This design comes from an exercise in tuning for small area on the open sky130 flow, not from production work. Function was checked by simulation only, so behaviour that the tests miss may differ from the original. No activity file was given, so power comes from the tool's default toggle rates.

// alu_issue_stage
module alu_issue_stage #(
    parameter int XLEN  = 32,
    parameter int NREGS = 32
) (
    input  logic            clk,
    input  logic            rst,
    input  logic            instr_valid,
    input  logic [31:0]     instr,
    output logic            instr_ready,
    input  logic            flush,
    output logic            ex_valid,
    input  logic            ex_ready,
    output logic [XLEN-1:0] op1,
    output logic [XLEN-1:0] op2,
    output logic [XLEN-1:0] imm,
    output logic [6:0]      opcode,
    output logic [2:0]      func3,
    output logic [6:0]      func7,
    output logic [4:0]      rd,
    output logic            rd_we,
    output logic            illegal_instr,
    input  logic            wb_en,
    input  logic [4:0]      wb_rd,
    input  logic [XLEN-1:0] wb_data
);
For scale: ~3500 cells after synthesis, about 1100 flip-flops, roughly 0.040 mm^2 of cells after synthesis.
export LEC_CHECK = 0
export CAP_MARGIN = 20
export CORE_MARGIN = 2
export CORE_UTILIZATION = 55
export SLEW_MARGIN = 20
export SYNTH_HIERARCHICAL = 1
create_clock -name core_clock -period 5.0 [get_ports {clk}]
standard.sh (not shown) runs the stock make flow with config.mk's settings and CLKGATE_MAP_FILE= SYNTH_SCRIPT=/design/flow/synth_recipe.tcl, a recipe that flattens the netlist after the stock synthesis.
==> flow/flow/run.sh <==
#!/bin/bash
# Standard ORFS layout with two changes: ports buffered with the smallest buffer,
# and a clock tree of larger sink clusters without dummy loads.
set -euo pipefail
export BUFFER_PORTS_ARGS="-buffer_cell sky130_fd_sc_hd__buf_1"
export CTS_ARGS="-sink_clustering_enable -repair_clock_nets -dont_use_dummy_load -buf_list sky130_fd_sc_hd__clkbuf_8 -sink_clustering_buffer sky130_fd_sc_hd__clkbuf_16 -sink_clustering_size 24 -sink_clustering_max_diameter 100"
bash standard.sh > flow_make.log 2>&1
Rerun with:
Settings changed: PLACE_DENSITY set to 0.75.
Result: Worst hold slack improves by 41 ps; total power goes down by about 0.4%; routed wire length goes down by 9.1%; final area goes up by about 0.54%; clock power goes down by about 1%; utilization goes up by 0.33 points; first-iteration DRC count goes up by 3.8%; worst setup slack improves by 210 ps; sequential power hardly moves; via count goes down by about 2.3%.

========
build 59:
The RTL this note starts from:
==> flow/design.v <==
module alu_issue_stage #(
    parameter int XLEN  = 32,
    parameter int NREGS = 32
) (
    input  logic            clk,
    input  logic            rst,
    input  logic            instr_valid,
    input  logic [31:0]     instr,
    output logic            instr_ready,
    input  logic            flush,
    output logic            ex_valid,
    input  logic            ex_ready,
    output logic [XLEN-1:0] op1,
    output logic [XLEN-1:0] op2,
    output logic [XLEN-1:0] imm,
    output logic [6:0]      opcode,
    output logic [2:0]      func3,
    output logic [6:0]      func7,
    output logic [4:0]      rd,
    output logic            rd_we,
    output logic            illegal_instr,
    input  logic            wb_en,
    input  logic [4:0]      wb_rd,
    input  logic [XLEN-1:0] wb_data
);
    localparam logic [6:0] OPC_OP    = 7'b0110011;
    localparam logic [6:0] OPC_OPIMM = 7'b0010011;
    logic [XLEN-1:0] rf_q [1:NREGS-1];
    logic            valid_q, illegal_q;
    logic            nz_q;       
    logic            isOp_q;     
    logic [XLEN-1:0] op1_q, op2_q;
    logic [2:0]      func3_q;
    logic [6:0]      func7_q;
    logic [4:0]      rd_q;
    logic [4:0]      rs1Addr, rs2Addr, rdAddr;
    logic [2:0]      f3;
    logic            isOp, isOpImm, accept, take, hold;
    logic            wbAny, byp1, byp2;
    logic [XLEN-1:0] immExt, wd;
    logic [6:0]      f7;
    assign instr_ready = !valid_q || ex_ready;
    assign accept      = instr_valid && instr_ready;
    assign rdAddr  = instr[11:7];
    assign f3      = instr[14:12];
    assign rs1Addr = instr[19:15];
    assign rs2Addr = instr[24:20];
    assign isOp    = (instr[6:0] == OPC_OP);
    assign isOpImm = (instr[6:0] == OPC_OPIMM);
    assign take = !rst && !flush && accept && (isOp || isOpImm);
    assign hold = !rst && !take;
    assign immExt = {{(XLEN-12){instr[31]}}, instr[31:20]};
    assign f7     = (isOp || (f3[1:0] == 2'b01)) ? instr[31:25] : 7'd0;
    assign wbAny = wb_en && (wb_rd != 5'd0);
    assign wd    = rst ? '0 : wb_data;
    for (genvar i = 1; i < NREGS; i++) begin : g_rf
        logic            we;
        logic [XLEN-1:0] d;
        assign we = rst || (wbAny && (wb_rd == i));
        issue_rf_wsel #(.W(XLEN)) u_wsel (.we(we), .hold(!we), .wd(wd), .q(rf_q[i]), .d(d));
        always_ff @(posedge clk) rf_q[i] <= d;
    end
    assign byp1 = wbAny && (wb_rd == rs1Addr);
    assign byp2 = wbAny && (wb_rd == rs2Addr);
    logic [XLEN-1:0]   op1_d, op2_d;
    logic [NREGS:0]    sel1;
    logic [NREGS+1:0]  sel2;
    logic [(NREGS+1)*XLEN-1:0] din1;
    logic [(NREGS+2)*XLEN-1:0] din2;
    always_comb begin
        for (int i = 1; i < NREGS; i++) begin
            sel1[i-1] = take && !byp1 && (rs1Addr == i);
            sel2[i-1] = take && isOp && !byp2 && (rs2Addr == i);
            din1[(i-1)*XLEN +: XLEN] = rf_q[i];
            din2[(i-1)*XLEN +: XLEN] = rf_q[i];
        end
        sel1[NREGS-1] = take && byp1;
        sel1[NREGS]   = hold;
        din1[(NREGS-1)*XLEN +: XLEN] = wb_data;
        din1[NREGS*XLEN +: XLEN]     = op1_q;
        sel2[NREGS-1] = take && isOp && byp2;
        sel2[NREGS]   = hold;
        sel2[NREGS+1] = take && isOpImm;
        din2[(NREGS-1)*XLEN +: XLEN] = wb_data;
        din2[NREGS*XLEN +: XLEN]     = op2_q;
        din2[(NREGS+1)*XLEN +: XLEN] = immExt;
    end
    issue_sel_or #(.N(NREGS+1), .W(XLEN)) u_rd1 (.sel(sel1), .din(din1), .dout(op1_d));
    issue_sel_or #(.N(NREGS+2), .W(XLEN)) u_rd2 (.sel(sel2), .din(din2), .dout(op2_d));
    always_ff @(posedge clk) begin
        op1_q     <= op1_d;
        op2_q     <= op2_d;
        func3_q   <= ({3{hold}} & func3_q) | ({3{take}} & f3);
        func7_q   <= ({7{hold}} & func7_q) | ({7{take}} & f7);
        rd_q      <= ({5{hold}} & rd_q)    | ({5{take}} & rdAddr);
        nz_q      <= (hold && nz_q)   || take;
        isOp_q    <= (hold && isOp_q) || (take && isOp);
        valid_q   <= take || (!rst && !flush && valid_q && !ex_ready);
        illegal_q <= !rst && !flush && accept && !(isOp || isOpImm);
    end
    logic isOpImm_q;
    assign isOpImm_q = nz_q && !isOp_q;
    assign ex_valid      = valid_q;
    assign rd_we         = valid_q && (rd_q != 5'd0);
    assign illegal_instr = illegal_q;
    assign op1           = op1_q;
    assign op2           = op2_q;
    assign imm           = {{(XLEN-12){op2_q[11] && isOpImm_q}}, op2_q[11:0] & {12{isOpImm_q}}};
    assign opcode        = {1'b0, isOp_q, nz_q, 2'b00, nz_q, nz_q};
    assign func3         = func3_q;
    assign func7         = func7_q;
    assign rd            = rd_q;
endmodule
module issue_sel_or #(
    parameter int N = 2,
    parameter int W = 32
) (
    input  logic [N-1:0]       sel,
    input  logic [N*W-1:0]     din,
    output logic [W-1:0]       dout
);
    localparam int G = (N + 2) / 3;    
    for (genvar b = 0; b < W; b++) begin : g_bit
        logic [G-1:0] grpN;            
        for (genvar g = 0; g < G; g++) begin : g_grp
            if (3*g + 2 < N) begin : g_3
                issue_aoi222 u_aoi (
                    .a0(sel[3*g]),   .b0(din[(3*g)*W + b]),
                    .a1(sel[3*g+1]), .b1(din[(3*g+1)*W + b]),
                    .a2(sel[3*g+2]), .b2(din[(3*g+2)*W + b]),
                    .y(grpN[g]));
            end else if (3*g + 1 < N) begin : g_2
                issue_aoi22 u_aoi (
                    .a0(sel[3*g]),   .b0(din[(3*g)*W + b]),
                    .a1(sel[3*g+1]), .b1(din[(3*g+1)*W + b]),
                    .y(grpN[g]));
            end else begin : g_1
                issue_nand2 u_aoi (.a(sel[3*g]), .b(din[(3*g)*W + b]), .y(grpN[g]));
            end
        end
        issue_nand_n #(.N(G)) u_or (.a(grpN), .y(dout[b]));
    end
endmodule
module issue_aoi222 (
    input  logic a0, b0, a1, b1, a2, b2,
    output logic y
);
    assign y = !((a0 && b0) || (a1 && b1) || (a2 && b2));
endmodule
module issue_aoi22 (
    input  logic a0, b0, a1, b1,
    output logic y
);
    assign y = !((a0 && b0) || (a1 && b1));
endmodule
module issue_nand2 (
    input  logic a, b,
    output logic y
);
    assign y = !(a && b);
endmodule
module issue_nand_n #(
    parameter int N = 2
) (
    input  logic [N-1:0] a,
    output logic         y
);
    assign y = !(&a);
endmodule
module issue_rf_wsel #(
    parameter int W = 32
) (
    input  logic         we,
    input  logic         hold,
    input  logic [W-1:0] wd,
    input  logic [W-1:0] q,
    output logic [W-1:0] d
);
    assign d = ({W{we}} & wd) | ({W{hold}} & q);
endmodule
make LEC_CHECK=0 CAP_MARGIN=20 CORE_MARGIN=2 CORE_UTILIZATION=55 SLEW_MARGIN=20 SYNTH_HIERARCHICAL=1 finish   # period 5.0 ns
run.sh (not shown) runs the stock make flow with config.mk's settings and CLKGATE_MAP_FILE= SYNTH_SCRIPT=/design/flow/synth_recipe.tcl, a recipe that flattens the netlist after the stock synthesis.
Stock flow here: none of the scripts above is used.
Inputs modified between build 59 and trial 94:
==> flow/flow/run.sh (new file) <==
#!/bin/bash
# Standard ORFS layout with two changes: ports buffered with the smallest buffer,
# and a clock tree of larger sink clusters without dummy loads.
set -euo pipefail
export BUFFER_PORTS_ARGS="-buffer_cell sky130_fd_sc_hd__buf_1"
export CTS_ARGS="-sink_clustering_enable -repair_clock_nets -dont_use_dummy_load -buf_list sky130_fd_sc_hd__clkbuf_8 -sink_clustering_buffer sky130_fd_sc_hd__clkbuf_16 -sink_clustering_size 20 -sink_clustering_max_diameter 100"
bash standard.sh > flow_make.log 2>&1
==> flow/standard.sh (new file) <==
#!/bin/bash
# synth_recipe.tcl (not shown) runs the flow's synth.tcl, then flattens the netlist and writes it again
# the make line also repeats each setting of config.mk as NAME=value (left out here)
make -C /OpenROAD-flow-scripts/flow DESIGN_CONFIG=/design/flow/config.mk WORK_HOME=/design/flow/orfs CLKGATE_MAP_FILE= SYNTH_SCRIPT=/design/flow/synth_recipe.tcl "${@:-finish}"
removed: flow/run.sh
Results
nor4_4 as the slowest stage cell on the critical path was reported by build 59, and a222oi_1 by trial 94. In the flow results for build 59 and trial 94, the part of the total power dissipated in combinational logic is larger on trial 94. Sort build 59 and trial 94 by final instance area, ascending, and trial 94 comes first. Every stage of the flow completed for trial 94, and the final layout passed the timing, design-rule and antenna checks. Going from build 59 to trial 94, portion of total power attributed to the clock network shrinks by 14 points. Trial 94 against build 59: largest vdd supply drop lost 0.066 mV, biggest fanout along the worst timing path went down 1, overall power of the completed layout went down by 20%, HPWL after detailed placement has decreased. [compare] base=build 59 new=trial 94: share of total power consumed by net switching grew by 1.8 points, net count reported at finish now sits lower, number of filler instances in the final layout rose 4.6%.

[what the ideal ports hide]
In the flow no input, the clock included, has a driving cell. The finished layouts below were timed again as built, in two steps. Step 1 sets driving cells, clkbuf_16 on the clock port and buf_2 on the other inputs (assumed; they add their load-dependent delay and slew). Step 2, shift: input delay + t, output delay - t, t = (earliest + latest rising clock arrival at the registers) / 2. This alone moves slack from input paths to output paths. Slacks: no drivers / after step 1 / after step 2; pairs: no drivers / after step 1.
| run | shift t [ns] | slack for setup (ns) | worst setup path at the end | clock arrival spread, ns | worst register clock-pin slew, ns |
|---|---|---|---|---|---|
| the first run of note 1 | 0.891 | 0.617 / 0.654 / -0.236 | input to register | 0.061 / 0.061 | 0.11 / 0.11 |
| the second run of note 1 | 0.845 | 0.830 / 0.862 / 0.017 | input to register | 0.060 / 0.060 | 0.11 / 0.11 |
| build 59 | 0.761 | 0.521 / 0.573 / -0.188 | input to register | 0.039 / 0.038 | 0.07 / 0.07 |
| trial 94 | 0.877 | 0.948 / 0.982 / 0.105 | input to register | 0.116 / 0.116 | 0.09 / 0.09 |
With both steps, setup timing fails in the first run of note 1 and build 59, where it was met with ideal ports. For the first run of note 1, which loses most, drivers alone change the setup slack by +0.037 ns; drivers and shift together by -0.853 ns.
